From an optimization exercise on the open Yosys and OpenROAD flow, aimed at small area, a short achievable clock period and few clock cycles per item; shortcuts taken in it are not production practice.
In this exercise RTL edits were held to simulation tests only and were not proved equivalent to the original.

==> flow/design.v (outline; a module is shown in full before it is edited, if it fits) <==
// module fpu_pipe_wrap: 165 lines
// module fpu_mul24_cs: 1117 lines
module fpu_pipe_wrap #(
  parameter int TAG_W = 4
) (
  input  logic             clk,
  input  logic             rst,
  input  logic             in_valid,
  output logic             in_ready,
  input  logic [1:0]       in_opcode,
  input  logic             in_fmt,
  input  logic [31:0]      in_x,
  input  logic [31:0]      in_y,
  input  logic [TAG_W-1:0] in_tag,
  output logic             out_valid,
  input  logic             out_ready,
  output logic [31:0]      out_r,
  output logic [TAG_W-1:0] out_tag
);
  // ...
==> flow/flow/run.sh <==
#!/bin/bash
# Own layout flow: the standard ORFS flow (standard.sh) with these changes.
# 1. Synthesis: before the fine step's quick ABC pass, full adders are extracted as the
#    RTL writes them (extract_fa -fa), so that pass cannot flip their polarity and leave
#    inverters between them; the later adder step then runs as usual. ABC maps for area
#    with flow/abc_area.script (map -a, no upsizing), which replaces ORFS's area script
#    (ABC_AREA=1 selects it). Registers and every other synthesis step are as in the
#    standard flow.
# 2. Stronger timing repair: the clock and the SDC are the design's; only the resizer's
#    setup target is raised (SETUP_SLACK_MARGIN), so repair_timing works on the longest
#    paths until their slack is that far above zero, and the ports get buf_2 buffers.
# Every tool's output goes to a log file in this folder (ORFS's own logs under orfs/logs).
set -e
cp -r "$FLOW_HOME/scripts" ./scripts_local
cp flow/abc_area.script scripts_local/abc_area.script
old='  synth -top $::env(DESIGN_NAME) -run fine: {*}$synth_full_args'
grep -qxF "$old" scripts_local/synth.tcl
awk -v old="$old" '
  $0 == old {
    print "  synth -top $::env(DESIGN_NAME) -run fine: -noabc {*}$synth_full_args"
    print "  extract_fa -fa"
    print "  abc -fast"
    print "  opt -fast"
    next
  }
  { print }' scripts_local/synth.tcl > scripts_local/synth.tcl.new
mv scripts_local/synth.tcl.new scripts_local/synth.tcl
grep -qxF "  extract_fa -fa" scripts_local/synth.tcl
diff "$FLOW_HOME/scripts/synth.tcl" scripts_local/synth.tcl > synth_tcl_patch.log || true
cat scripts_local/abc_area.script > abc_script.log
export SCRIPTS_DIR="$PWD/scripts_local"
export SETUP_SLACK_MARGIN=18.6
export TNS_END_PERCENT=10
export BUFFER_PORTS_ARGS="-buffer_cell sky130_fd_sc_hd__buf_2"
bash standard.sh > standard_flow.log 2>&1
==> flow/flow/abc_area.script <==
strash
dch
map -a
topo
stime -c
buffer -c
dnsize -c
==> flow/standard.sh <==
#!/bin/bash
# synth_recipe.tcl (not shown) runs the flow's synth.tcl, then flattens the netlist and writes it again
# the make line also repeats each setting of config.mk as NAME=value (left out here)
make -C /OpenROAD-flow-scripts/flow DESIGN_CONFIG=/design/flow/config.mk WORK_HOME=/design/flow/orfs CLKGATE_MAP_FILE= SYNTH_SCRIPT=/design/flow/synth_recipe.tcl "${@:-finish}"
==> flow/config.mk <==
export PLATFORM = sky130hd
export DESIGN_NAME = fpu_pipe_wrap
export DESIGN_NICKNAME = fpu_pipe_wrap
export VERILOG_FILES = /design/flow/design.v
export SDC_FILE = /design/flow/constraint.sdc
export NUM_CORES = 4
export LEC_CHECK = 0
export ABC_AREA = 1
export CAP_MARGIN = 20
export CORE_MARGIN = 2
export CORE_UTILIZATION = 62
export PLACE_DENSITY = 0.75
export SLEW_MARGIN = 20
==> flow/constraint.sdc <==
create_clock -name core_clock -period 32.0 [get_ports {clk}]
set_input_delay 6.4000 -clock core_clock [delete_from_list [all_inputs] [get_ports {clk}]]
set_output_delay 6.4000 -clock core_clock [all_outputs]
set_load 0.01 [all_outputs]
==> summary.txt, run 1 <==
Routing
  – Length of the first detailed-routing pass in iterations: 8
  – Metal3 WL: 11.5 mm

Clock tree
  – Setup Buffers After CTS: 3
  – TritonCTS Sinks: 46
  – Post-CTS Hold Buffers: 0
  – H-tree levels: 2
  – Clk pin slew, worst setup/hold paths: 0.06 ns
  – CTS root buf: clkbuf_16

Worst setup path
  – Peak per-stage delay on the critical path: 0.62 ns
  – Crit-path cells: buf_2, clkinvlp_4, buf_4, nor2_1, fa_1, fa_1, fa_1, fa_1, fa_1, fa_1, fa_1, ha_1, inv_1, nor3_1, a221o_1, a31oi_1, inv_1, a21oi_2, inv_1, a21oi_1, inv_1, a31oi_1, xor2_1, o21ai_0
  – Worst setup path endpoint: q_r[21]$_DFFE_PN_
  – Delay-heaviest family, CP: adder cells

Synthesis
  – Main area contributors after synthesis: fa_1, nor2_1, ha_1, nand2_1, edfxtp_1
  – Seq/Total Area, Yosys: 0.0548

Place
  – DP Worst Slack: 17.24 ns
  – DP HPWL: 69.7 mm
  – Port-buffer cells: 112

Layout
  – Clk tree area frac: 0.00555
  – Design area: 0.0268 mm²
  – Commonest non-fill, non-tap cell in the layout: nor2_1

Outcome
  – Outcome: finished clean

Global route
  – GRT Overall Usage: 0.441
  – Met3 Resource Use GR: 0.105
  – Overflow after GRT: 0

Timing
  – Max Clk Rate: 75.7 MHz
  – Post-layout min period: 13.21 ns

Hold path
  – Worst hold path depth: 2
Testbench counts, summed over its fixed seeds: cycles 32,008, items 32,000.
==> run 2, diff against run 1 <==
--- a/flow/config.mk
+++ b/flow/config.mk
@@ -8,6 +8,6 @@
 export ABC_AREA = 1
 export CAP_MARGIN = 20
 export CORE_MARGIN = 2
-export CORE_UTILIZATION = 62
-export PLACE_DENSITY = 0.75
+export CORE_UTILIZATION = 55
+export PLACE_DENSITY = 0.68
 export SLEW_MARGIN = 20
==> run 2 against run 1 <==
Still clean on timing, DRC and antenna. Register-to-register slack got worse by 0.14 ns. Die area rose by 12%. Synthesized cell count did not move. Maximum frequency rose by 0.20%. Count of clock-buffer cells in the layout did not move. Largest cell class unchanged. Highest routed layer unchanged.
==> summary.txt, run 2 <==
Clock tree
  – CTS tree: done (unchanged)
  – H-tree levels: 2 (unchanged)
  – CTS root buf: clkbuf_16 (unchanged)
  – Clock Path Buffers: 2 (unchanged)
  – TritonCTS Sinks: 46 (unchanged)
  – Clk pin slew, worst setup/hold paths: 0.07 ns (was 0.06 ns)
  – Clock Latency Late Sink: 0.29 ns (was 0.30 ns)
  – Post-CTS Hold Buffers: 0 (unchanged)
  – Num CTS Buffers: 5 (unchanged)

Timing
  – Worst Clk Skew: 0.00350 ns (was 0.0140 ns)
  – Post-layout min period: 13.18 ns (was 13.21 ns)
  – Max-slew violation count: 0 (unchanged)
  – Post-route clock period utilization: 0.412 (was 0.413)
  – Slew @ Worst Pin: 1.05 ns (was 0.957 ns)
  – Hold WS: 1.25 ns (was 0.613 ns)
  – RSZ-0062 raised after global routing: no (was yes)
  – Slew HR: 0.296 (was 0.361)
  – Max Clk Rate: 75.8 MHz (was 75.7 MHz)
  – Fin worst setup slack: 18.82 ns (was 18.79 ns)
  – Count of final hold-check violations: 0 (unchanged)
  – Setup TNS: 0 ns (unchanged)
  – Final setup viols: 0 (unchanged)

Floorplan
  – Die height: 217 µm (was 205 µm)
  – Die Wd: 217 µm (was 205 µm)
  – Starting density of the core: 0.555 (was 0.629)
  – Floorplan row count: 78 (was 73)
  – Full die area: 0.0472 mm² (was 0.0420 mm²)
  – Core area: 0.0451 mm² (was 0.0397 mm²)
  – Io pins: 113 (unchanged)

Global route
  – Overflow after GRT: 0 (unchanged)
  – GRT Overall Usage: 0.394 (was 0.441)
  – Initial antenna violation count: 2 (was 1)
  – Largest net degree at the start of global routing: 67 (was 44)
  – First-pass GRT wire length: 142 mm (was 141 mm)
  – Number of global-route vias before repair: 25000 (was 25700)

Layout
  – Area delta synth->final: 7.57% (was 7.30%)
  – Design area: 0.0269 mm² (was 0.0268 mm²)
  – Most frequent cells in the layout: nor2_1, fa_1, nand2_1 (unchanged)
  – Nets: 4135 (was 4136)
  – Share of cells above drive strength 1: 0.0814 (was 0.0831)
  – Max FFs per register: 28 (unchanged)
  – Most flops, register: q_r (unchanged)
  – Largest registers: q_r (28), q_e (10), q_tag (4) (unchanged)
  – Commonest non-fill, non-tap cell in the layout: nor2_1 (unchanged)
  – Final Util: 0.597 (was 0.675)

Job
  – Max Cap Viol: 0 (unchanged)

Routing
  – Length of the first detailed-routing pass in iterations: 8 (unchanged)
  – Routed len/inst: 23.7 µm (was 23.9 µm)
  – Starting DRT DRC Count: 2504 (was 3175)
  – Via count: 24500 (was 25400)
  – Routed vias/inst: 6.18 (was 6.52)
  – # DRC: 0 (unchanged)
  – Detail Route Antenna Nets: 0 (unchanged)
  – Final wirelength: 94.0 mm (was 93.1 mm)

Place
  – DP Worst Slack: 17.77 ns (was 17.24 ns)
  – DP HPWL: 70.9 mm (was 69.7 mm)
  – Port-buffer cells: 112 (unchanged)
  – Cell Area, Placed: 0.0261 mm² (was 0.0260 mm²)
  – Routability cong.: 1.03 (was 1.02)

Worst setup path
  – Kind of critical path: in -> reg (unchanged)
  – WP data arrival: 13.21 ns (was 13.23 ns)
  – Crit path required time: 32.03 ns (was 32.02 ns)
  – Crit. End Element: flip-flop (unchanged)
  – Critical path startpoint category: primary input (unchanged)
  – Max FO, Critical Path: 11 (was 15)

Synthesis
  – Main area contributors after synthesis: fa_1, nor2_1, ha_1, nand2_1, edfxtp_1 (unchanged)
  – YS warnings: 6 (unchanged)
  – Synth Area in Compound Gates: 0.132 (unchanged)
  – Main combinational cell family by area after synthesis: adder cells (unchanged)
  – Post-Syn Nets: 4082 (unchanged)
  – Post-Syn Instances: 3313 (unchanged)
  – Top cells by count, synth: nor2_1, fa_1, nand2_1, inv_1, o21ai_0 (unchanged)
  – Top cell type by total area after synthesis: fa_1 (unchanged)
  – Post-synthesis xor/xnor area fraction: 0.0182 (unchanged)
  – Mux contribution to synthesized area: 0.00120 (unchanged)
  – Post-synth design cell area: 0.0250 mm² (unchanged)
  – Seq/Total Area, Yosys: 0.0548 (unchanged)
  – Avg Cell Area, Syn: 7.55 µm² (unchanged)
  – Post-synth EDFFs: 45 (unchanged)
  – Dominant synthesized flop cell: edfxtp_1 (unchanged)
  – Post-synth top area share: 0.392 (unchanged)
  – Post-Synth Adder-Cell Area: 0.494 (unchanged)
  – Synth Area in Simple Gates: 0.224 (unchanged)
  – Async S/R FF share, synth: 0 (unchanged)
  – FF+latch count, synth: 46 (unchanged)
  – Count leader, synth: nor2_1 (unchanged)
  – Synth cell types: 52 (unchanged)

Outcome
  – Outcome: finished clean (unchanged)

Hold path
  – Min-delay worst type: reg -> reg (unchanged)
## run 2: cell counts after synthesis
No cell type changed its count.
## run 2: logic make-up after synthesis
family          after synthesis
compound gates              597
xor+xnor                     52
fa+ha+maj                   694
buf+inv                     496
flops                        46
mux                           3
simple gates               1425
## run 2: final timing paths
kind                          end           start  slack (ns)  cells after the start
max             q_r[25]$_DFFE_PN_         in_x[5]       18.82                     25
min                v$_SDFFE_PP0N_  v$_SDFFE_PP0N_        1.25                      2
max reg2reg  q_e[9]$_SDFFCE_PN0N_  v$_SDFFE_PP0N_       30.51                      1
min reg2reg        v$_SDFFE_PP0N_  v$_SDFFE_PP0N_        1.25                      2
## run 2: through the flow
stage,std cells
2_1_floorplan,3313
3_3_place_gp,3916
3_5_place_dp,3916
4_1_cts,3928
5_1_grt,3967
6_report,3969
## run 2: final cells by class
type | instances | area [µm²]
clock buffer | 5 | 125
clock inverter | 3 | 16.3
timing repair buffer | 194 | 1210
tap | 600 | 751
inverter | 336 | 1310
fill | 4272 | 18200
multi-input combinational | 2774 | 22100
antenna | 2 | 5.00
sequential | 46 | 1370
timing repair inverter | 9 | 45.0
## run 2: routing by layer
| metal | GRT usage | part of all wire | vias to the layer above |
|---|---|---|---|
| met4 | 0.220 | 0.068 | 0 |
| met2 | 0.653 | 0.46 | 1538 |
| met5 | 0 | 0 | - |
| met3 | 0.0735 | 0.096 | 405 |
| li1 | - | - | 10800 |
| met1 | 0.486 | 0.37 | 11800 |
## run 2: what timing repair did
action,CTS,global route
endpoints found under the setup margin,36,47
pin swaps,0,9
gates resized for setup,16,83
buffers inserted,3,27
gates cloned,1,12
## run 2: critical path, stage by stage
cell	delay, ns
buf_2	0.35
clkinvlp_4	0.48
nor2_1	0.27
fa_1	0.47
fa_1	0.52
fa_1	0.44
fa_1	0.53
fa_1	0.57
fa_1	0.52
ha_1	0.32
inv_1	0.14
nor2_1	0.07
inv_1	0.06
o21ai_0	0.20
a221o_1	0.36
a31oi_1	0.21
inv_1	0.10
a21oi_1	0.23
inv_1	0.09
nand3_1	0.07
nand2_1	0.12
nand4_1	0.11
nand3_1	0.08
xnor2_1	0.37
o22ai_1	0.12
==> run 3, diff against run 2 <==
--- a/flow/flow/run.sh
+++ b/flow/flow/run.sh
@@ -29,7 +29,7 @@
 diff "$FLOW_HOME/scripts/synth.tcl" scripts_local/synth.tcl > synth_tcl_patch.log || true
 cat scripts_local/abc_area.script > abc_script.log
 export SCRIPTS_DIR="$PWD/scripts_local"
-export SETUP_SLACK_MARGIN=18.6
+export SETUP_SLACK_MARGIN=18.8
 export TNS_END_PERCENT=10
 export BUFFER_PORTS_ARGS="-buffer_cell sky130_fd_sc_hd__buf_2"
 bash standard.sh > standard_flow.log 2>&1
--- a/flow/config.mk
+++ b/flow/config.mk
@@ -9,5 +9,5 @@
 export CAP_MARGIN = 20
 export CORE_MARGIN = 2
 export CORE_UTILIZATION = 55
-export PLACE_DENSITY = 0.68
+export PLACE_DENSITY = 0.75
 export SLEW_MARGIN = 20
==> run 3 against run 2 <==
Sequential share of layout area down 0.057 points. Highest routed layer is now met5. Design area rose by 1.1%. Still clean. Sequential cell count did not move. Count of clock-buffer cells in the layout is the same.
==> summary.txt, run 3 <==
Synthesis
  – Post-Syn Nets: 4082 (unchanged)
  – FF+latch count, synth: 46 (unchanged)
  – YS warnings: 6 (unchanged)
  – Post-Syn Instances: 3313 (unchanged)
  – Async S/R FF share, synth: 0 (unchanged)
  – Post-synth design cell area: 0.0250 mm² (unchanged)
  – Top cell type by total area after synthesis: fa_1 (unchanged)
  – Post-synth EDFFs: 45 (unchanged)
  – Dominant synthesized flop cell: edfxtp_1 (unchanged)
  – Main area contributors after synthesis: fa_1, nor2_1, ha_1, nand2_1, edfxtp_1 (unchanged)
  – Top cells by count, synth: nor2_1, fa_1, nand2_1, inv_1, o21ai_0 (unchanged)
  – Post-synth top area share: 0.392 (unchanged)
  – Count leader, synth: nor2_1 (unchanged)
  – Seq/Total Area, Yosys: 0.0548 (unchanged)
  – Avg Cell Area, Syn: 7.55 µm² (unchanged)
  – Synth cell types: 52 (unchanged)

Timing
  – Count of final hold-check violations: 0 (unchanged)
  – Worst Clk Skew: 0.00292 ns (was 0.00350 ns)
  – Max-slew violation count: 0 (unchanged)
  – Max Clk Rate: 75.9 MHz (was 75.8 MHz)
  – Slew @ Worst Pin: 0.980 ns (was 1.05 ns)
  – RSZ-0062 raised after global routing: yes (was no)
  – Fin worst setup slack: 18.82 ns (about the same)
  – Final setup viols: 0 (unchanged)
  – Post-layout min period: 13.18 ns (about the same)
  – Slew HR: 0.346 (was 0.296)
  – Post-route clock period utilization: 0.412 (about the same)
  – Setup TNS: 0 ns (unchanged)

Layout
  – Area delta synth->final: 8.80% (was 7.57%)
  – Largest registers: q_r (28), q_e (10), q_tag (4) (unchanged)
  – Most flops, register: q_r (unchanged)
  – Most frequent cells in the layout: nor2_1, fa_1, nand2_1 (unchanged)
  – Max FFs per register: 28 (unchanged)
  – Nets: 4138 (was 4135)
  – Commonest non-fill, non-tap cell in the layout: nor2_1 (unchanged)
  – Share of cells above drive strength 1: 0.0875 (was 0.0814)
  – Inserted Diodes: 0 (was 2)

Worst setup path
  – Peak per-stage delay on the critical path: 0.14 ns (was 0.57 ns)
  – Max FO, Critical Path: 2 (was 11)
  – Crit path required time: 25.60 ns (was 32.03 ns)
  – Kind of critical path: in -> out (was in -> reg)
  – WP data arrival: 6.78 ns (was 13.21 ns)
  – Crit-path slowest cell: buf_2 (was fa_1)
  – Crit. End Element: primary output (was flip-flop)
  – Crit-path cells: buf_2, inv_1, a21oi_1, buf_2
  – Crit path buf inv count: 3 (was 6)
  – Worst path most repeated cell: buf_2 (was fa_1)
  – Critical path startpoint category: primary input (unchanged)
  – Delay-heaviest family, CP: buffers and inverters (was adder cells)

Global route
  – GRT Overall Usage: 0.393 (was 0.394)
  – Initial antenna violation count: 3 (was 2)
  – Largest net degree at the start of global routing: 64 (was 67)
  – Number of global-route vias before repair: 25200 (was 25000)
  – First-pass GRT wire length: 141 mm (was 142 mm)
  – Overflow after GRT: 0 (unchanged)

Floorplan
  – Full die area: 0.0472 mm² (unchanged)
  – Io pins: 113 (unchanged)
  – Floorplan row count: 78 (unchanged)
  – Starting density of the core: 0.555 (unchanged)
  – Die height: 217 µm (unchanged)
  – Core area: 0.0451 mm² (unchanged)
  – Die Wd: 217 µm (unchanged)

Hold path
  – Min-delay worst type: reg -> reg (unchanged)

Routing
  – # DRC: 0 (unchanged)
  – Routed len/inst: 23.6 µm (was 23.7 µm)
  – Length of the first detailed-routing pass in iterations: 8 (unchanged)
  – Starting DRT DRC Count: 2579 (was 2504)
  – Final wirelength: 93.6 mm (was 94.0 mm)
  – Routed vias/inst: 6.29 (was 6.18)
  – Via count: 25000 (was 24500)
  – Detail Route Antenna Nets: 0 (unchanged)

Clock tree
  – Clk pin slew, worst setup/hold paths: 0.06 ns (was 0.07 ns)
  – CTS tree: done (unchanged)
  – Clock Latency Late Sink: 0.29 ns (about the same)
  – Post-CTS Hold Buffers: 0 (unchanged)
  – Clock Path Buffers: 2 (unchanged)
  – H-tree levels: 2 (unchanged)
  – TritonCTS Sinks: 46 (unchanged)
  – Num CTS Buffers: 5 (unchanged)
  – CTS root buf: clkbuf_16 (unchanged)

Job
  – Max Cap Viol: 0 (unchanged)

Outcome
  – Outcome: finished clean (unchanged)

Place
  – Port-buffer cells: 112 (unchanged)
  – Routability cong.: 1.02 (was 1.03)
  – DP Worst Slack: 17.40 ns (was 17.77 ns)
  – DP HPWL: 70.3 mm (was 70.9 mm)
-- run 3: cell counts after synthesis --
Identical to the previous run, type by type.
-- run 3: area by class of cell --
cell class / count / area [µm²]
clock buffer: 5 / 125
clock inverter: 3 / 43.8
fill: 4131 / 17900
inverter: 336 / 1310
multi-input combinational: 2773 / 22200
sequential: 46 / 1370
tap: 600 / 751
timing repair buffer: 201 / 1420
timing repair inverter: 6 / 35.0
-- run 3: metal layers --
metal	wire [µm]	GRT usage	vias to the layer above
met5	13	0	-
met4	6890	0.232	2
met3	11000	0.110	461
met2	42000	0.628	1722
met1	33700	0.475	12000
li1	-	-	10800
-- run 3: cells by family after synthesis --
logic type,share of synthesized area
fa+ha+maj,0.494
buf+inv,0.0752
compound gates,0.132
mux,0.00120
xor+xnor,0.0182
flops,0.0548
simple gates,0.224
-- run 3: repair_timing --
item                       CTS  global route
pin swaps                    1            20
gates cloned                 4             8
gates resized for setup     35           111
setup endpoints to repair   49            43
hold endpoints to repair     0             0
setup buffers                8            23
-- run 3: stage by stage --
stage	hold slack [ns]	instance area, µm²	cells	util
4_1_cts	1.29	26500	3937	0.588
2_1_floorplan	1.50	25000	3313	-
3_5_place_dp	1.28	26100	3917	0.579
6_report	0.744	27200	3970	0.603
3_3_place_gp	1.24	26100	3917	0.579
5_1_grt	0.804	27200	3970	0.603
-- run 3: path summary, 6_finish.rpt --
check	start	cells past startpoint	slack (ns)	to
max	out_ready	4	18.82	in_ready
min	v$_SDFFE_PP0N_	2	0.74	v$_SDFFE_PP0N_
max reg2reg	v$_SDFFE_PP0N_	2	30.82	q_zero$_DFFE_PN_
min reg2reg	v$_SDFFE_PP0N_	2	0.74	v$_SDFFE_PP0N_
-- run 3: tightest hold or removal path, delay by kind of cell, from the launching register on --
kind	cells	cell delay (ns)
compound gates	1	0.10
flops	1	0.33
simple gates	1	0.27
==> run 4, diff against run 3 <==
--- a/flow/flow/run.sh
+++ b/flow/flow/run.sh
@@ -25,6 +25,9 @@
   }
   { print }' scripts_local/synth.tcl > scripts_local/synth.tcl.new
 mv scripts_local/synth.tcl.new scripts_local/synth.tcl
+# the adder step extracts full adders only (half adders stay plain logic for ABC)
+sed -i 's/^  extract_fa {\*}\[dont_use_extract_fa_args\]$/  extract_fa -fa/' scripts_local/synth.tcl
+grep -qxF "  extract_fa -fa" scripts_local/synth.tcl
 grep -qxF "  extract_fa -fa" scripts_local/synth.tcl
 diff "$FLOW_HOME/scripts/synth.tcl" scripts_local/synth.tcl > synth_tcl_patch.log || true
 cat scripts_local/abc_area.script > abc_script.log
==> run 4 against run 3 <==
Clock skew increased by 0.010 ns. Non-clock buffer count up 35. Final cell count rose by 6.1%. Count of clock-buffer cells in the layout did not move. Core utilization up 1.8 points. Highest routed layer is now met4.
==> summary.txt, run 4 <==
Layout
  – Area delta synth->final: 12.3% (was 8.80%)
  – Final Util: 0.622 (was 0.603)
  – Max FFs per register: 28 (unchanged)
  – Design area: 0.0273 mm² (was 0.0272 mm²)
  – Nets: 4183 (was 4138)
  – Most frequent cells in the layout: nor2_1, nand2_1, fa_1 (was nor2_1, fa_1, nand2_1)
  – Fin cells: 4212 (was 3970)
  – Commonest non-fill, non-tap cell in the layout: nor2_1 (unchanged)
  – Largest registers: q_r (28), q_e (10), q_tag (4) (unchanged)
  – Share of cells above drive strength 1: 0.110 (was 0.0875)
  – Most flops, register: q_r (unchanged)

Floorplan
  – Die Wd: 214 µm (was 217 µm)
  – Core area: 0.0439 mm² (was 0.0451 mm²)
  – Starting density of the core: 0.554 (was 0.555)
  – Full die area: 0.0459 mm² (was 0.0472 mm²)
  – Floorplan row count: 77 (was 78)
  – Die height: 214 µm (was 217 µm)
  – Io pins: 113 (unchanged)

Hold path
  – Min-delay worst type: reg -> reg (unchanged)
  – Worst hold path depth: 2 (unchanged)
  – Worst Hold Path EP: v$_SDFFE_PP0N_ (unchanged)
  – Hold wc startpoint: v$_SDFFE_PP0N_ (unchanged)

Synthesis
  – Synth cell types: 54 (was 52)
  – Post-Syn Nets: 4090 (was 4082)
  – Main area contributors after synthesis: fa_1, nor2_1, nand2_1, inv_1, edfxtp_1 (was fa_1, nor2_1, ha_1, nand2_1, edfxtp_1)
  – Synth Area in Simple Gates: 0.274 (was 0.224)
  – Dominant synthesized flop cell: edfxtp_1 (unchanged)
  – Post-Syn Instances: 3525 (was 3313)
  – Top cells by count, synth: nor2_1, nand2_1, fa_1, inv_1, o21ai_0 (was nor2_1, fa_1, nand2_1, inv_1, o21ai_0)
  – Post-synth top area share: 0.403 (was 0.392)
  – Synth Area in Compound Gates: 0.139 (was 0.132)
  – Count leader, synth: nor2_1 (unchanged)
  – YS warnings: 6 (unchanged)
  – Post-synth design cell area: 0.0243 mm² (was 0.0250 mm²)
  – Post-synth EDFFs: 45 (unchanged)
  – Seq/Total Area, Yosys: 0.0564 (was 0.0548)
  – Post-Synth Adder-Cell Area: 0.404 (was 0.494)
  – Main combinational cell family by area after synthesis: adder cells (unchanged)
  – Mux contribution to synthesized area: 0.00782 (was 0.00120)
  – Post-synthesis xor/xnor area fraction: 0.0248 (was 0.0182)
  – Async S/R FF share, synth: 0 (unchanged)
  – FF+latch count, synth: 46 (unchanged)
  – Top cell type by total area after synthesis: fa_1 (unchanged)
  – Avg Cell Area, Syn: 6.90 µm² (was 7.55 µm²)

Place
  – Placed Cells: 4107 (was 3917)
  – Routability cong.: 1.03 (was 1.02)
  – DP HPWL: 66.5 mm (was 70.3 mm)
  – Port-buffer cells: 112 (unchanged)
  – Cell Area, Placed: 0.0253 mm² (was 0.0261 mm²)

Clock tree
  – Clk pin slew, worst setup/hold paths: 0.06 ns (about the same)
  – Clock Path Buffers: 2 (unchanged)
  – CTS tree: done (unchanged)
  – Clock Latency Late Sink: 0.30 ns (was 0.29 ns)
  – Num CTS Buffers: 5 (unchanged)
  – TritonCTS Sinks: 46 (unchanged)
  – CTS root buf: clkbuf_16 (unchanged)
  – H-tree levels: 2 (unchanged)

Outcome
  – Outcome: finished clean (unchanged)

Timing
  – Setup TNS: 0 ns (unchanged)
  – Slew @ Worst Pin: 0.813 ns (was 0.980 ns)
  – Final setup viols: 0 (unchanged)
  – Count of final hold-check violations: 0 (unchanged)
  – Max Clk Rate: 75.8 MHz (was 75.9 MHz)
  – Post-route clock period utilization: 0.412 (about the same)
  – Worst Clk Skew: 0.0133 ns (was 0.00292 ns)
  – Max-slew violation count: 0 (unchanged)
  – Post-layout min period: 13.20 ns (was 13.18 ns)
  – Slew HR: 0.452 (was 0.346)
  – RSZ-0062 raised after global routing: yes (unchanged)

Worst setup path
  – Worst path most repeated cell: buf_2 (unchanged)
  – Crit-path cells: buf_2, inv_1, a21oi_1, buf_2 (unchanged)
  – Max FO, Critical Path: 2 (unchanged)
  – Crit path required time: 25.60 ns (about the same)
  – Crit-path slowest cell: buf_2 (unchanged)
  – Crit path buf inv count: 3 (unchanged)
  – WP data arrival: 6.80 ns (was 6.78 ns)
  – Worst r2r src: v$_SDFFE_PP0N_ (unchanged)
  – Worst-case reg-to-reg path depth: 1 (was 2)
  – RR Endpoint: q_r[23]$_DFFE_PN_ (was q_zero$_DFFE_PN_)
  – Crit. End Element: primary output (unchanged)
  – Worst R2R Setup Slack: 30.80 ns (was 30.82 ns)
  – Peak per-stage delay on the critical path: 0.13 ns (was 0.14 ns)
  – Critical path startpoint category: primary input (unchanged)
  – Delay-heaviest family, CP: buffers and inverters (unchanged)
  – Kind of critical path: in -> out (unchanged)

Global route
  – Initial antenna violation count: 1 (was 3)
  – Overflow after GRT: 0 (unchanged)
  – Largest net degree at the start of global routing: 63 (was 64)
  – GRT Overall Usage: 0.382 (was 0.393)
  – Number of global-route vias before repair: 25100 (was 25200)
  – First-pass GRT wire length: 137 mm (was 141 mm)

Routing
  – Detail Route Antenna Nets: 0 (unchanged)
  – # DRC: 0 (unchanged)
  – Routed len/inst: 21.4 µm (was 23.6 µm)
  – Final wirelength: 90.0 mm (was 93.6 mm)
  – Starting DRT DRC Count: 3062 (was 2579)
  – Routed vias/inst: 6.03 (was 6.29)
  – Via count: 25400 (was 25000)
  – Length of the first detailed-routing pass in iterations: 6 (was 8)

Job
  – Max Cap Viol: 0 (unchanged)
==> run 4: final cells by class <==
class,count,area (µm²)
multi-input combinational,2872,21100
fill,4061,16600
timing repair buffer,236,2050
inverter,443,1770
sequential,46,1370
tap,592,741
clock buffer,5,125
timing repair inverter,14,92.6
clock inverter,3,25.0
antenna,1,2.50
==> run 4: kinds of logic after synthesis <==
logic type | Yosys count
mux | 19
simple gates | 1695
fa+ha+maj | 491
buf+inv | 608
xor+xnor | 69
flops | 46
compound gates | 597
==> run 4: how the worst max path moves through the flow <==
stage,cells after the start,slack (ns),from,endpoint
6_report,4,18.80,out_ready,in_ready
5_1_grt,36,18.70,in_y[0],q_r[26]$_DFFE_PN_
4_1_cts,31,18.78,in_y[7],q_r[23]$_DFFE_PN_
3_5_place_dp,34,17.46,in_y[2],q_r[24]$_DFFE_PN_
3_3_place_gp,34,17.50,in_y[2],q_r[24]$_DFFE_PN_
2_1_floorplan,28,18.85,in_y[1],q_r[23]$_DFFE_PN_
==> run 4: stage by stage <==
stage                     worst slack [ns]  hold WS [ns]
final                                18.80         0.966
after global routing                 18.70          1.08
after CTS                            18.78          1.35
after detailed placement             17.46          1.34
after global placement               17.50          1.28
after floorplan                      18.85          1.50
==> run 4: repair_timing <==
| item | 4_1_cts | 5_1_grt |
|---|---|---|
| gates resized for setup | 74 | 217 |
| hold endpoints to repair | 0 | 0 |
| pin swaps | 5 | 39 |
| buffers inserted | 31 | 43 |
| setup endpoints to repair | 17 | 46 |
| gates cloned | 10 | 12 |
| hold buffers | 0 | 0 |
==> run 4: metal layers <==
| layer | vias to the layer above | GRT usage | wire length (µm) | share of wire |
|---|---|---|---|---|
| met5 | - | 0 | 0 | 0 |
| met4 | 0 | 0.198 | 5620 | 0.062 |
| met3 | 379 | 0.0938 | 11300 | 0.13 |
| met2 | 1764 | 0.602 | 39900 | 0.44 |
| met1 | 11900 | 0.493 | 33200 | 0.37 |
| li1 | 11300 | - | - | - |
==> module fpu_pipe_wrap, before the edit <==
module fpu_pipe_wrap #(
  parameter int TAG_W = 4
) (
  input  logic             clk,
  input  logic             rst,
  input  logic             in_valid,
  output logic             in_ready,
  input  logic [1:0]       in_opcode,
  input  logic             in_fmt,
  input  logic [31:0]      in_x,
  input  logic [31:0]      in_y,
  input  logic [TAG_W-1:0] in_tag,
  output logic             out_valid,
  input  logic             out_ready,
  output logic [31:0]      out_r,
  output logic [TAG_W-1:0] out_tag
);
  logic v, adv;
  assign adv       = !v || out_ready;
  assign in_ready  = !rst && adv;
  assign out_valid = v;
  always_ff @(posedge clk) begin
    if (rst)      v <= 1'b0;
    else if (adv) v <= in_valid;
  end
  logic [7:0]  ex, ey, d;
  logic [8:0]  dxy;
  logic        y_gt, x_lt, sub;
  logic [23:0] mx, my, mbig, msml;
  logic [26:0] sh;
  logic [27:0] r_add;
  logic        s_add;
  logic [7:0]  emax;
  assign ex   = in_x[30:23];
  assign ey   = in_y[30:23];
  assign mx   = (ex != 8'd0) ? {1'b1, in_x[22:0]} : 24'd0;
  assign my   = (ey != 8'd0) ? {1'b1, in_y[22:0]} : 24'd0;
  assign dxy  = {1'b0, ex} - {1'b0, ey};
  assign y_gt = dxy[8];
  assign d    = y_gt ? ey - ex : dxy[7:0];
  assign x_lt = in_x[30:0] < in_y[30:0];
  assign mbig = x_lt ? my : mx;
  assign msml = x_lt ? mx : my;
  assign emax = y_gt ? ey : ex;
  assign s_add = x_lt ? in_y[31] : in_x[31];
  assign sub  = in_x[31] ^ in_y[31];
  always_comb begin
    logic [26:0] t;
    t = {msml, 3'b000};
    for (int k = 0; k < 5; k++) begin
      if (d[k]) t = (t >> (1 << k)) | {26'd0, |(t & ((27'd1 << (1 << k)) - 27'd1))};
    end
    if (d[7:5] != 3'd0) t = {26'd0, |msml};
    sh = t;
  end
  assign r_add = sub ? {1'b0, {mbig, 3'b000} - sh} : {1'b0, mbig, 3'b000} + {1'b0, sh};
  logic [47:0] pa, pb, p;
  logic [27:0] r_mul;
  fpu_mul24_cs u_mul (
    .a  ({1'b1, in_x[22:0]}),
    .b  ({1'b1, in_y[22:0]}),
    .ra (pa),
    .rb (pb)
  );
  logic [20:0] ylow;
  logic        st_mul;
  always_comb begin
    ylow[0] = in_y[0];
    for (int k = 1; k < 21; k++) ylow[k] = ylow[k-1] | in_y[k];
    st_mul = 1'b0;
    for (int i = 0; i < 21; i++) st_mul = st_mul | (in_x[i] & ylow[20-i]);
  end
  assign p     = pa + pb;
  assign r_mul = {p[47:21], st_mul};
  logic        is_mul, qnan1, zero1, s1;
  logic [9:0]  e1;
  logic [27:0] r1;
  assign is_mul = in_opcode[0];
  assign qnan1  = in_fmt || in_opcode[1] || ex == 8'hFF || ey == 8'hFF;
  assign zero1  = is_mul && (ex == 8'h00 || ey == 8'h00);
  assign s1     = is_mul ? in_x[31] ^ in_y[31] : s_add;
  assign e1     = is_mul ? {2'b00, ex} + {2'b00, ey} - 10'd126 : {2'b00, emax} + 10'd1;
  assign r1     = is_mul ? r_mul : r_add;
  logic             q_qnan, q_zero, q_s;
  logic [9:0]       q_e;
  logic [27:0]      q_r;
  logic [TAG_W-1:0] q_tag;
  always_ff @(posedge clk) begin
    if (adv) begin
      q_qnan <= qnan1;
      q_zero <= zero1;
      q_s    <= s1;
      q_e    <= e1;
      q_r    <= r1;
      q_tag  <= in_tag;
    end
  end
  logic [4:0]  lz;
  logic [27:0] n16, n8, n4, n2, nr;
  logic [26:0] m;
  logic        up, ovf, r_zero, inf, uf;
  logic [23:0] inc;
  logic [22:0] frac;
  logic [7:0]  e_lz, e_out;
  logic [31:0] zv;
  logic [15:0] z1, c1;
  logic [7:0]  z2;
  logic [1:0]  c2 [8];
  logic [3:0]  z3;
  logic [2:0]  c3 [4];
  logic [1:0]  z4;
  logic [3:0]  c4 [2];
  assign zv = {q_r, 4'hF};
  always_comb begin
    for (int g = 0; g < 16; g++) begin
      z1[g] = !zv[2*g+1] && !zv[2*g];
      c1[g] = !zv[2*g+1];
    end
    for (int g = 0; g < 8; g++) begin
      z2[g] = z1[2*g+1] && z1[2*g];
      c2[g] = z1[2*g+1] ? {1'b1, c1[2*g]} : {1'b0, c1[2*g+1]};
    end
    for (int g = 0; g < 4; g++) begin
      z3[g] = z2[2*g+1] && z2[2*g];
      c3[g] = z2[2*g+1] ? {1'b1, c2[2*g]} : {1'b0, c2[2*g+1]};
    end
    for (int g = 0; g < 2; g++) begin
      z4[g] = z3[2*g+1] && z3[2*g];
      c4[g] = z3[2*g+1] ? {1'b1, c3[2*g]} : {1'b0, c3[2*g+1]};
    end
    lz = z4[1] ? {1'b1, c4[0]} : {1'b0, c4[1]};
  end
  assign n16    = lz[4] ? {q_r[11:0], 16'd0} : q_r;
  assign n8     = lz[3] ? {n16[19:0], 8'd0} : n16;
  assign n4     = lz[2] ? {n8[23:0], 4'd0} : n8;
  assign n2     = lz[1] ? {n4[25:0], 2'd0} : n4;
  assign nr     = lz[0] ? {n2[26:0], 1'b0} : n2;
  assign m      = {nr[27:2], nr[1] | nr[0]};
  assign r_zero = (q_r == 28'd0);
  assign up   = m[2] && (m[1] || m[0] || m[3]);
  assign inc  = m[26:3] + 24'd1;
  assign ovf  = up && (&m[26:3]);
  assign frac = up ? inc[22:0] : m[25:3];
  logic       qe_pos, qe_ge254, qe_ge255, qe_ge256, qe_small;
  assign qe_pos   = !q_e[9];
  assign qe_ge254 = qe_pos && (q_e[8] || q_e[7:0] >= 8'd254);
  assign qe_ge255 = qe_pos && (q_e[8] || q_e[7:0] == 8'd255);
  assign qe_ge256 = qe_pos && q_e[8];
  assign inf = q_r[27] ? (ovf ? qe_ge254 : qe_ge255)
             : q_r[26] ? (ovf ? qe_ge255 : qe_ge256)
             : 1'b0;
  assign qe_small = qe_pos && (q_e[8:5] == 4'd0);
  assign uf = q_e[9] || (qe_small && (ovf ? q_e[4:0] < lz : q_e[4:0] <= lz));
  assign e_lz  = q_e[7:0] - {3'd0, lz};
  assign e_out = e_lz + {7'd0, ovf};
  always_comb begin
    if (q_qnan)      out_r = 32'h7FC0_0000;
    else if (q_zero) out_r = {q_s, 31'd0};
    else if (r_zero) out_r = 32'd0;
    else if (inf)    out_r = {q_s, 8'hFF, 23'd0};
    else if (uf)     out_r = {q_s, 31'd0};
    else             out_r = {q_s, e_out, frac};
  end
  assign out_tag = q_tag;
endmodule
==> run 5, diff against run 4 <==
--- a/flow/design.v
+++ b/flow/design.v
@@ -148,7 +148,9 @@
     if (d[7:5] != 3'd0) t = {26'd0, |msml};
     sh = t;
   end
-  assign r_add = sub ? {1'b0, {mbig, 3'b000} - sh} : {1'b0, mbig, 3'b000} + {1'b0, sh};
+  logic [27:0] sum_add;
+  assign sum_add = {1'b0, mbig, 3'b000} + {1'b0, sh ^ {27{sub}}} + {27'd0, sub};
+  assign r_add   = {sum_add[27] && !sub, sum_add[26:0]};
   logic [47:0] pa, pb, p;
   logic [27:0] r_mul;
   fpu_mul24_cs u_mul (
--- a/flow/flow/run.sh
+++ b/flow/flow/run.sh
@@ -25,14 +25,11 @@
   }
   { print }' scripts_local/synth.tcl > scripts_local/synth.tcl.new
 mv scripts_local/synth.tcl.new scripts_local/synth.tcl
-# the adder step extracts full adders only (half adders stay plain logic for ABC)
-sed -i 's/^  extract_fa {\*}\[dont_use_extract_fa_args\]$/  extract_fa -fa/' scripts_local/synth.tcl
-grep -qxF "  extract_fa -fa" scripts_local/synth.tcl
 grep -qxF "  extract_fa -fa" scripts_local/synth.tcl
 diff "$FLOW_HOME/scripts/synth.tcl" scripts_local/synth.tcl > synth_tcl_patch.log || true
 cat scripts_local/abc_area.script > abc_script.log
 export SCRIPTS_DIR="$PWD/scripts_local"
-export SETUP_SLACK_MARGIN=18.8
+export SETUP_SLACK_MARGIN=18.6
 export TNS_END_PERCENT=10
 export BUFFER_PORTS_ARGS="-buffer_cell sky130_fd_sc_hd__buf_2"
 bash standard.sh > standard_flow.log 2>&1
==> run 5 against run 4 <==
Still clean. Design area is 5.0% lower. Core utilization is 2.0 points lower. Via count is 7.3% lower. Critical path depth is 20 higher. Worst setup slack worse by 0.12 ns. Non-clock buffer count is 41 lower. First-iteration DRC count is 12% lower. Highest routed layer is now met5.
==> summary.txt, run 5 <==
Global route
  – Met2 usage: 0.623 (was 0.602)
  – First-pass GRT wire length: 133 mm (was 137 mm)
  – Met3 Resource Use GR: 0.0963 (was 0.0938)
  – Largest net degree at the start of global routing: 97 (was 63)
  – GRT busiest layer: met2 (unchanged)
  – GR Layer Usage met1: 0.491 (was 0.493)
  – Initial antenna violation count: 1 (unchanged)
  – Number of global-route vias before repair: 23900 (was 25100)
  – GRT Overall Usage: 0.390 (was 0.382)
  – Overflow after GRT: 0 (unchanged)

Timing
  – Count of final hold-check violations: 0 (unchanged)
  – Worst Clk Skew: 0.0123 ns (was 0.0133 ns)
  – Setup TNS: 0 ns (unchanged)
  – Slew HR: 0.452 (about the same)
  – Slew @ Worst Pin: 0.817 ns (was 0.813 ns)
  – Post-route clock period utilization: 0.416 (was 0.412)
  – Final setup viols: 0 (unchanged)
  – Post-layout min period: 13.31 ns (was 13.20 ns)
  – Max-slew violation count: 0 (unchanged)
  – RSZ-0062 raised after global routing: yes (unchanged)
  – Max Clk Rate: 75.1 MHz (was 75.8 MHz)

Outcome
  – Outcome: finished clean (unchanged)

Worst setup path
  – Critical path startpoint category: primary input (unchanged)
  – Max FO, Critical Path: 16 (was 2)
  – Crit path required time: 32.02 ns (was 25.60 ns)
  – Crit. End Element: flip-flop (was primary output)
  – Kind of critical path: in -> reg (was in -> out)
  – WP data arrival: 13.34 ns (was 6.80 ns)

Synthesis
  – Post-Syn Instances: 3139 (was 3525)
  – Avg Cell Area, Syn: 7.66 µm² (was 6.90 µm²)
  – Post-synth top area share: 0.407 (was 0.403)
  – Count leader, synth: nor2_1 (unchanged)
  – Dominant synthesized flop cell: edfxtp_1 (unchanged)
  – Post-Syn Nets: 3885 (was 4090)
  – Main area contributors after synthesis: fa_1, nor2_1, ha_1, nand2_1, edfxtp_1 (was fa_1, nor2_1, nand2_1, inv_1, edfxtp_1)
  – Post-synth design cell area: 0.0240 mm² (was 0.0243 mm²)
  – Top cells by count, synth: nor2_1, fa_1, nand2_1, inv_1, o21ai_0 (was nor2_1, nand2_1, fa_1, inv_1, o21ai_0)
  – YS warnings: 6 (unchanged)
  – Top cell type by total area after synthesis: fa_1 (unchanged)
  – FF+latch count, synth: 46 (unchanged)
  – Post-synth EDFFs: 45 (unchanged)
  – Synth cell types: 48 (was 54)
  – Seq/Total Area, Yosys: 0.0570 (was 0.0564)
  – Async S/R FF share, synth: 0 (unchanged)

Place
  – Port-buffer cells: 112 (unchanged)
  – DP HPWL: 67.5 mm (was 66.5 mm)
  – Routability cong.: 1.02 (was 1.03)

Routing
  – Routed len/inst: 23.5 µm (was 21.4 µm)
  – Detail Route Antenna Nets: 0 (unchanged)
  – # DRC: 0 (unchanged)
  – Final wirelength: 88.8 mm (was 90.0 mm)
  – Starting DRT DRC Count: 2708 (was 3062)
  – Length of the first detailed-routing pass in iterations: 6 (unchanged)
  – Routed vias/inst: 6.22 (was 6.03)
  – Via count: 23500 (was 25400)

Floorplan
  – Die Wd: 213 µm (was 214 µm)
  – Core area: 0.0431 mm² (was 0.0439 mm²)
  – Die height: 213 µm (was 214 µm)
  – Starting density of the core: 0.558 (was 0.554)
  – Io pins: 113 (unchanged)
  – Floorplan row count: 76 (was 77)
  – Full die area: 0.0454 mm² (was 0.0459 mm²)

Layout
  – Nets: 3943 (was 4183)
  – Inserted Diodes: 0 (was 1)
  – Share of cells above drive strength 1: 0.0860 (was 0.110)
  – Most frequent cells in the layout: nor2_1, fa_1, nand2_1 (was nor2_1, nand2_1, fa_1)
  – Commonest non-fill, non-tap cell in the layout: nor2_1 (unchanged)
  – Area delta synth->final: 7.88% (was 12.3%)
  – Final Util: 0.602 (was 0.622)
  – Largest registers: q_r (28), q_e (10), q_tag (4) (unchanged)
  – Max FFs per register: 28 (unchanged)
  – Most flops, register: q_r (unchanged)

Clock tree
  – Post-CTS Hold Buffers: 0 (unchanged)
  – H-tree levels: 2 (unchanged)
  – Clock Path Buffers: 2 (unchanged)
  – CTS tree: done (unchanged)
  – CTS root buf: clkbuf_16 (unchanged)
  – TritonCTS Sinks: 46 (unchanged)
  – Num CTS Buffers: 5 (unchanged)
  – Clk pin slew, worst setup/hold paths: 0.07 ns (was 0.06 ns)
  – Clock Latency Late Sink: 0.30 ns (about the same)

Hold path
  – Min-delay worst type: reg -> reg (unchanged)

Job
  – Max Cap Viol: 0 (unchanged)
-- run 5: cell types whose count changed in the layout (fill, tap and decap cells not counted), sizes merged, moves of 15 or more --
cell,before,now
o22ai,46,25
mux2i,19,4
nor2,1008,755
ha,0,182
nand2,516,475
nor3,65,42
a21oi,177,200
buf,223,194
inv,410,270
-- run 5: cells by family after synthesis --
group,count (synthesis),synth area share
AO/OA/AOI/OAI,552,0.125
multiplexers,4,0.00167
XOR/XNOR,68,0.0248
AND/OR/NAND/NOR,1350,0.219
adder cells (fa/ha/maj),671,0.502
buffers and inverters,448,0.0701
flip-flops,46,0.0570
-- run 5: what timing repair did --
item,CTS,global route
gates resized for setup,20,64
gates cloned,2,9
setup buffers,3,31
pin swaps,1,4
setup endpoints to repair,59,48
-- run 5: metal layers --
| metal | share of wire | vias to the layer above |
|---|---|---|
| li1 | - | 10100 |
| met1 | 0.37 | 11300 |
| met2 | 0.45 | 1680 |
| met3 | 0.12 | 381 |
| met4 | 0.058 | 2 |
| met5 | 0.00015 | - |
-- run 5: worst paths after layout --
check                 startpoint                  to  slack [ns]  cells past startpoint
setup / recovery         in_y[8]   q_r[24]$_DFFE_PN_       18.69                     24
hold / removal    v$_SDFFE_PP0N_      v$_SDFFE_PP0N_        0.97                      2
setup reg to reg  v$_SDFFE_PP0N_  q_tag[0]$_DFFE_PN_       30.80                      1
hold reg to reg   v$_SDFFE_PP0N_      v$_SDFFE_PP0N_        0.97                      2
-- run 5: critical path, cell delays in order --
cell and delay, ns:
buf_2 0.25, clkinvlp_4 0.26, buf_4 0.29, nor2_1 0.20, fa_1 0.47, fa_1 0.51, fa_1 0.57, fa_1 0.45
fa_1 0.47, fa_1 0.51, fa_1 0.49, ha_1 0.38, a21oi_1 0.17, o21ai_0 0.14, a21oi_2 0.19, o21ai_0 0.20
a21oi_2 0.22, inv_1 0.06, a21oi_1 0.21, inv_1 0.10, nand3_1 0.10, nand2_1 0.05, o21ai_0 0.49, o22ai_1 0.16
-- run 5: per-stage QoR --
step	worst slack, ns	area, µm²	hold slack [ns]	instances
3_5_place_dp	16.88	25100	1.32	3730
4_1_cts	18.58	25400	1.33	3743
2_1_floorplan	18.96	24000	1.50	3139
6_report	18.69	25900	0.974	3783
5_1_grt	18.50	25900	1.06	3783
3_3_place_gp	16.70	25100	1.28	3730
-- run 5: final cells by class --
| cell class | instances | area (µm²) |
|---|---|---|
| flip-flops and latches | 46 | 1370 |
| fillers | 3904 | 17100 |
| repair inverters | 10 | 62.6 |
| clock buffers | 5 | 125 |
| clock inverters | 3 | 48.8 |
| multi-input cells | 2646 | 21200 |
| repair buffers | 195 | 1210 |
| inverters | 293 | 1170 |
| well taps | 585 | 732 |
Testbench counts of run 5, summed over its fixed seeds: cycles 32,008, items 32,000.
==> run 6, diff against run 5 <==
--- a/flow/flow/run.sh
+++ b/flow/flow/run.sh
@@ -29,7 +29,7 @@
 diff "$FLOW_HOME/scripts/synth.tcl" scripts_local/synth.tcl > synth_tcl_patch.log || true
 cat scripts_local/abc_area.script > abc_script.log
 export SCRIPTS_DIR="$PWD/scripts_local"
-export SETUP_SLACK_MARGIN=18.6
+export SETUP_SLACK_MARGIN=18.8
 export TNS_END_PERCENT=10
 export BUFFER_PORTS_ARGS="-buffer_cell sky130_fd_sc_hd__buf_2"
 bash standard.sh > standard_flow.log 2>&1
==> run 6 against run 5 <==
Critical path depth shrank 20. Clock skew grew 0.00058 ns. Highest routed layer is now met4. Wire length grew 0.12%. Design area grew 0.71%. Core utilization grew 0.43 points. Critical path type is now in -> out. Still clean.
==> summary.txt, run 6 <==
Outcome
  – Outcome: finished clean (unchanged)

Worst setup path
  – Crit path buf inv count: 3 (was 5)
  – Worst r2r src: v$_SDFFE_PP0N_ (unchanged)
  – Crit. End Element: primary output (was flip-flop)
  – Worst-case reg-to-reg path depth: 1 (unchanged)
  – WP data arrival: 6.81 ns (was 13.34 ns)
  – Peak per-stage delay on the critical path: 0.15 ns (was 0.57 ns)
  – Worst path most repeated cell: buf_2 (was fa_1)
  – Crit-path cells: buf_2, inv_1, a21oi_1, buf_2 (was buf_2, clkinvlp_4, buf_4, nor2_1, fa_1, fa_1, fa_1, fa_1, fa_1, fa_1, fa_1, ha_1, a21oi_1, o21ai_0, a21oi_2, o21ai_0, a21oi_2, inv_1, a21oi_1, inv_1, nand3_1, nand2_1, o21ai_0, o22ai_1)
  – Kind of critical path: in -> out (was in -> reg)
  – Delay-heaviest family, CP: buffers and inverters (was adder cells)
  – Max FO, Critical Path: 2 (was 16)
  – RR Endpoint: q_tag[0]$_DFFE_PN_ (unchanged)
  – Crit-path slowest cell: buf_2 (was fa_1)
  – Worst R2R Setup Slack: 30.80 ns (about the same)
  – Crit path required time: 25.60 ns (was 32.02 ns)
  – Critical path startpoint category: primary input (unchanged)

Timing
  – Slew HR: 0.481 (was 0.452)
  – Max-slew violation count: 0 (unchanged)
  – Setup TNS: 0 ns (unchanged)
  – Count of final hold-check violations: 0 (unchanged)
  – RSZ-0062 raised after global routing: yes (unchanged)
  – Max Clk Rate: 75.7 MHz (was 75.1 MHz)
  – Post-layout min period: 13.21 ns (was 13.31 ns)
  – Slew @ Worst Pin: 0.774 ns (was 0.817 ns)
  – Worst Clk Skew: 0.0129 ns (was 0.0123 ns)
  – Final setup viols: 0 (unchanged)
  – Post-route clock period utilization: 0.413 (was 0.416)

Hold path
  – Min-delay worst type: reg -> reg (unchanged)
  – Worst Hold Path EP: v$_SDFFE_PP0N_ (unchanged)
  – Hold wc startpoint: v$_SDFFE_PP0N_ (unchanged)
  – Worst hold path depth: 2 (unchanged)

Floorplan
  – Core area: 0.0431 mm² (unchanged)
  – Io pins: 113 (unchanged)
  – Die height: 213 µm (unchanged)
  – Full die area: 0.0454 mm² (unchanged)
  – Floorplan row count: 76 (unchanged)
  – Die Wd: 213 µm (unchanged)
  – Starting density of the core: 0.558 (unchanged)

Clock tree
  – CTS root buf: clkbuf_16 (unchanged)
  – Clock Latency Late Sink: 0.30 ns (about the same)
  – Num CTS Buffers: 5 (unchanged)
  – CTS tree: done (unchanged)
  – TritonCTS Sinks: 46 (unchanged)
  – Clock Path Buffers: 2 (unchanged)
  – Clk pin slew, worst setup/hold paths: 0.06 ns (was 0.07 ns)
  – H-tree levels: 2 (unchanged)

Layout
  – Largest registers: q_r (28), q_e (10), q_tag (4) (unchanged)
  – Final Util: 0.606 (was 0.602)
  – Inserted Diodes: 0 (unchanged)
  – Register area: 0.00137 mm² (unchanged)
  – Most flops, register: q_r (unchanged)
  – Area delta synth->final: 8.64% (was 7.88%)
  – Commonest non-fill, non-tap cell in the layout: nor2_1 (unchanged)
  – Fin cells: 3797 (was 3783)
  – # fillers: 3905 (was 3904)
  – Multi-input logic area: 0.0213 mm² (was 0.0212 mm²)
  – Share of cells above drive strength 1: 0.0946 (was 0.0860)
  – Most frequent cells in the layout: nor2_1, fa_1, nand2_1 (unchanged)
  – Nets: 3957 (was 3943)
  – Max FFs per register: 28 (unchanged)

Synthesis
  – Post-synth EDFFs: 45 (unchanged)
  – Count leader, synth: nor2_1 (unchanged)
  – Post-Syn Instances: 3139 (unchanged)
  – YS warnings: 6 (unchanged)
  – Top cells by count, synth: nor2_1, fa_1, nand2_1, inv_1, o21ai_0 (unchanged)
  – Main area contributors after synthesis: fa_1, nor2_1, ha_1, nand2_1, edfxtp_1 (unchanged)
  – Seq/Total Area, Yosys: 0.0570 (unchanged)
  – Dominant synthesized flop cell: edfxtp_1 (unchanged)
  – Avg Cell Area, Syn: 7.66 µm² (unchanged)
  – Post-synth top area share: 0.407 (unchanged)
  – Post-Syn Nets: 3885 (unchanged)
  – FF+latch count, synth: 46 (unchanged)
  – Top cell type by total area after synthesis: fa_1 (unchanged)
  – Post-synth design cell area: 0.0240 mm² (unchanged)
  – Async S/R FF share, synth: 0 (unchanged)
  – Synth cell types: 48 (unchanged)

Place
  – DP HPWL: 67.5 mm (unchanged)
  – Port-buffer cells: 112 (unchanged)
  – Placed Cells: 3730 (unchanged)
  – Routability cong.: 1.02 (unchanged)

Routing
  – Starting DRT DRC Count: 2672 (was 2708)
  – Length of the first detailed-routing pass in iterations: 7 (was 6)
  – Via count: 23700 (was 23500)
  – Routed vias/inst: 6.24 (was 6.22)
  – Routed len/inst: 23.4 µm (was 23.5 µm)
  – Detail Route Antenna Nets: 0 (unchanged)
  – Final wirelength: 88.9 mm (was 88.8 mm)
  – # DRC: 0 (unchanged)

Global route
  – Largest net degree at the start of global routing: 97 (unchanged)
  – GRT Overall Usage: 0.392 (was 0.390)
  – First-pass GRT wire length: 134 mm (was 133 mm)
  – Overflow after GRT: 0 (unchanged)
  – Initial antenna violation count: 0 (was 1)
  – Number of global-route vias before repair: 24000 (was 23900)

Job
  – Max Cap Viol: 0 (unchanged)
## run 6: cell families after synthesis
kind of cell / count (synthesis) / synth area share
simple gates: 1350 / 0.219
mux: 4 / 0.00167
compound gates: 552 / 0.125
fa+ha+maj: 671 / 0.502
buf+inv: 448 / 0.0701
flops: 46 / 0.0570
xor+xnor: 68 / 0.0248
## run 6: worst max-delay path by stage
stage / from / end / slack (ns) / cells after the start
after global placement: in_x[23] / q_r[21]$_DFFE_PN_ / 16.70 / 32
after detailed placement: in_x[23] / q_r[25]$_DFFE_PN_ / 16.88 / 33
final: out_ready / in_ready / 18.79 / 4
after global routing: q_r[26]$_DFFE_PN_ / out_r[29] / 18.66 / 37
after CTS: in_x[18] / q_r[24]$_DFFE_PN_ / 18.80 / 24
after floorplan: out_ready / in_ready / 18.96 / 2
## run 6: what timing repair did
item                                    CTS  global route
hold buffers                              0             0
endpoints found under the setup margin   59            49
buffers inserted                          6            42
cloned                                    6             5
gates resized for setup                  33            77
pin swaps                                 2             8
## run 6: layout make-up
class,instances,share of cell area
Multi-Input combinational cell,2646,0.814
Timing Repair Buffer,209,0.0510
Clock buffer,5,0.00479
Inverter,293,0.0450
Tap cell,585,0.0280
Clock inverter,3,0.00187
Sequential cell,46,0.0525
Timing Repair inverter,10,0.00249
## run 6: per-layer routing
metal	global-route usage	share of wire	up-vias
met1	0.499	0.37	11400
met2	0.626	0.45	1707
met4	0.206	0.059	0
met3	0.0910	0.12	401
li1	-	-	10200
met5	0	0	-
## run 6: tightest hold or removal path, cell delays in order (launching register included)
cell and delay [ns]:
dfxtp_1 0.34, nand2_4 0.46, a21oi_1 0.12
## run 6: through the flow
| stage | setup slack [ns] | hold WS (ns) | instance area (µm²) |
|---|---|---|---|
| after floorplan | 18.96 | 1.50 | 24000 |
| final | 18.79 | 0.971 | 26100 |
| after CTS | 18.80 | 1.33 | 25500 |
| after global placement | 16.70 | 1.28 | 25100 |
| after detailed placement | 16.88 | 1.32 | 25100 |
| after global routing | 18.66 | 1.06 | 26100 |
==> run 7, diff against run 6 <==
--- a/flow/design.v
+++ b/flow/design.v
@@ -176,7 +176,8 @@
   assign qnan1  = in_fmt || in_opcode[1] || ex == 8'hFF || ey == 8'hFF;
   assign zero1  = is_mul && (ex == 8'h00 || ey == 8'h00);
   assign s1     = is_mul ? in_x[31] ^ in_y[31] : s_add;
-  assign e1     = is_mul ? {2'b00, ex} + {2'b00, ey} - 10'd126 : {2'b00, emax} + 10'd1;
+  assign e1     = {2'b00, is_mul ? ex : emax} + {2'b00, is_mul ? ey : 8'd0}
+                + (is_mul ? 10'h382 : 10'd1);
   assign r1     = is_mul ? r_mul : r_add;
   logic             q_qnan, q_zero, q_s;
   logic [9:0]       q_e;
==> run 7 against run 6 <==
Maximum frequency is 0.33% higher. Largest cell class unchanged. Sequential cell count did not move. Synthesized cell count shrank 0.86%. Count of clock-buffer cells in the layout unchanged. Area after synthesis down 0.23%. Die area down 0.23%. Design area hardly changed.
==> summary.txt, run 7 <==
Synthesis
  – Count leader, synth: nor2_1 (unchanged)
  – YS warnings: 6 (unchanged)
  – Top cells by count, synth: nor2_1, fa_1, nand2_1, inv_1, o21ai_0 (unchanged)
  – Post-synth top area share: 0.411 (was 0.407)
  – Seq/Total Area, Yosys: 0.0572 (was 0.0570)
  – Dominant synthesized flop cell: edfxtp_1 (unchanged)
  – Post-synth design cell area: 0.0240 mm² (about the same)
  – Async S/R FF share, synth: 0 (unchanged)
  – FF+latch count, synth: 46 (unchanged)
  – Post-synth EDFFs: 45 (unchanged)
  – Synth cell types: 48 (unchanged)
  – Main area contributors after synthesis: fa_1, nor2_1, ha_1, nand2_1, edfxtp_1 (unchanged)
  – Post-Syn Nets: 3858 (was 3885)
  – Avg Cell Area, Syn: 7.71 µm² (was 7.66 µm²)
  – Top cell type by total area after synthesis: fa_1 (unchanged)
  – Post-Syn Instances: 3112 (was 3139)

Routing
  – # DRC: 0 (unchanged)
  – Final wirelength: 85.3 mm (was 88.9 mm)
  – Routed len/inst: 22.6 µm (was 23.4 µm)
  – Starting DRT DRC Count: 2636 (was 2672)
  – Length of the first detailed-routing pass in iterations: 8 (was 7)
  – Routed vias/inst: 6.17 (was 6.24)
  – Detail Route Antenna Nets: 0 (unchanged)
  – Via count: 23300 (was 23700)

Worst setup path
  – Max FO, Critical Path: 2 (unchanged)
  – Kind of critical path: in -> out (unchanged)
  – Crit. End Element: primary output (unchanged)
  – WP data arrival: 6.77 ns (was 6.81 ns)
  – Crit-path slowest cell: buf_2 (unchanged)
  – Worst path most repeated cell: buf_2 (unchanged)
  – Critical path startpoint category: primary input (unchanged)
  – Peak per-stage delay on the critical path: 0.14 ns (was 0.15 ns)
  – Crit path required time: 25.60 ns (about the same)
  – Crit-path cells: buf_2, inv_1, a21oi_1, buf_2 (unchanged)

Clock tree
  – Clock Path Buffers: 2 (unchanged)
  – CTS root buf: clkbuf_16 (unchanged)
  – Clk pin slew, worst setup/hold paths: 0.06 ns (about the same)
  – Num CTS Buffers: 5 (unchanged)
  – TritonCTS Sinks: 46 (unchanged)
  – CTS tree: done (unchanged)
  – Clock Latency Late Sink: 0.29 ns (was 0.30 ns)
  – H-tree levels: 2 (unchanged)
  – Post-CTS Hold Buffers: 0 (unchanged)

Layout
  – Area delta synth->final: 8.83% (was 8.64%)
  – Final Util: 0.606 (about the same)
  – Inserted Diodes: 0 (unchanged)
  – Max FFs per register: 28 (unchanged)
  – Largest registers: q_r (28), q_e (10), q_tag (4) (unchanged)
  – Commonest non-fill, non-tap cell in the layout: nor2_1 (unchanged)
  – Share of cells above drive strength 1: 0.0941 (was 0.0946)
  – Most frequent cells in the layout: nor2_1, fa_1, nand2_1 (unchanged)
  – Most flops, register: q_r (unchanged)
  – Nets: 3932 (was 3957)

Timing
  – Post-layout min period: 13.17 ns (was 13.21 ns)
  – Slew @ Worst Pin: 1.04 ns (was 0.774 ns)
  – Post-route clock period utilization: 0.412 (was 0.413)
  – Setup TNS: 0 ns (unchanged)
  – Count of final hold-check violations: 0 (unchanged)
  – Max-slew violation count: 0 (unchanged)
  – Final setup viols: 0 (unchanged)
  – RSZ-0062 raised after global routing: yes (unchanged)
  – Hold WS: 1.22 ns (was 0.971 ns)
  – Slew HR: 0.303 (was 0.481)
  – Worst Clk Skew: 0.00628 ns (was 0.0129 ns)
  – Fin worst setup slack: 18.83 ns (was 18.79 ns)
  – Max Clk Rate: 75.9 MHz (was 75.7 MHz)

Global route
  – GRT Overall Usage: 0.374 (was 0.392)
  – First-pass GRT wire length: 129 mm (was 134 mm)
  – Initial antenna violation count: 0 (unchanged)
  – Number of global-route vias before repair: 23500 (was 24000)
  – Overflow after GRT: 0 (unchanged)
  – Largest net degree at the start of global routing: 83 (was 97)

Floorplan
  – Core area: 0.0431 mm² (unchanged)
  – Io pins: 113 (unchanged)
  – Die height: 213 µm (about the same)
  – Floorplan row count: 76 (unchanged)
  – Starting density of the core: 0.557 (was 0.558)
  – Die Wd: 213 µm (about the same)
  – Full die area: 0.0453 mm² (was 0.0454 mm²)

Place
  – Routability cong.: 1.01 (was 1.02)
  – Port-buffer cells: 112 (unchanged)
  – DP HPWL: 64.9 mm (was 67.5 mm)
  – DP Worst Slack: 17.31 ns (was 16.88 ns)

Hold path
  – Min-delay worst type: reg -> reg (unchanged)

Outcome
  – Outcome: finished clean (unchanged)

Job
  – Max Cap Viol: 0 (unchanged)
run 7: logic make-up after synthesis:
kind of cell,count (synthesis),share of synthesized area
flip-flops,46,0.0572
AO/OA/AOI/OAI,565,0.127
buffers and inverters,437,0.0685
multiplexers,1,0.000417
adder cells (fa/ha/maj),671,0.504
XOR/XNOR,74,0.0270
AND/OR/NAND/NOR,1318,0.215
run 7: cell type report:
cell class                      count  area, µm²
Inverter                          284       1150
Clock inverter                      3       40.0
Timing Repair Buffer              212       1440
Fill cell                        3966      17000
Multi-Input combinational cell   2629      21200
Timing Repair inverter              8       50.0
Tap cell                          585        732
Sequential cell                    46       1370
Clock buffer                        5        125
run 7: path summary, 6_finish.rpt:
kind / startpoint / endpoint / slack (ns) / cells after the start
worst max-delay path: out_ready / in_ready / 18.83 / 4
worst min-delay path: v$_SDFFE_PP0N_ / v$_SDFFE_PP0N_ / 1.22 / 2
worst max register to register: v$_SDFFE_PP0N_ / q_e[4]$_DFFE_PN_ / 30.52 / 1
worst min register to register: v$_SDFFE_PP0N_ / v$_SDFFE_PP0N_ / 1.22 / 2
run 7: layer usage:
layer | routed length (µm) | track usage | vias to the layer above
li1 | - | - | 10100
met1 | 31800 | 0.468 | 11200
met5 | 0 | 0 | -
met2 | 39900 | 0.620 | 1546
met3 | 9080 | 0.0837 | 352
met4 | 4620 | 0.168 | 0
run 7: repair_timing:
item	in CTS	in global routing
pin swaps	1	13
gates cloned	2	8
resized for setup	29	85
setup endpoints to repair	36	26
buffers inserted	5	47
endpoints found under the hold margin	0	0
run 7: worst max-delay path, delay by kind of cell:
| family | cells | cell delay (ns) |
|---|---|---|
| AO/OA/AOI/OAI | 1 | 0.11 |
| buffers and inverters | 3 | 0.26 |
run 7: through the flow:
stage / std cells / cell area, µm²
finish: 3772 / 26100
global route: 3772 / 26100
CTS: 3717 / 25400
detailed placement: 3702 / 25100
global placement: 3702 / 25100
floorplan: 3112 / 24000
Testbench counts of run 7, summed over its fixed seeds: cycles 32,008, items 32,000.

separate check: timing with driven ports:
In the flow no input, the clock included, has a driving cell. The finished layouts below were timed again as built, in two steps.
Step 1 sets driving cells, clkbuf_16 on the clock port and buf_2 on the other inputs (assumed; they add their load-dependent delay and slew).
Step 2 times the ports against the registers' clock, not the clock port: input delays grow and output delays shrink by t, the midpoint of the rising clock arrivals with the driver on.
Slacks: no drivers / after step 1 / after step 2; pairs: no drivers / after step 1.
run	t, ns	slack for setup (ns)	worst setup path at the end	worst slew at a driven data input, ns
run 1	0.329	18.789 / 18.806 / 18.480	input to register	0.04
run 2	0.332	18.816 / 18.804 / 18.506	input to register	0.04
run 3	0.335	18.822 / 18.798 / 18.648	input to register	0.04
run 4	0.331	18.803 / 18.785 / 18.520	input to register	0.12
run 5	0.339	18.685 / 18.711 / 18.372	input to register	0.04
run 6	0.334	18.788 / 18.768 / 18.572	input to register	0.04
run 7	0.322	18.831 / 18.810 / 18.659	input to register	0.04
After both steps every run listed still meets setup and hold. For run 5, which loses most, drivers alone change the setup slack by +0.026 ns; drivers and shift together by -0.313 ns.
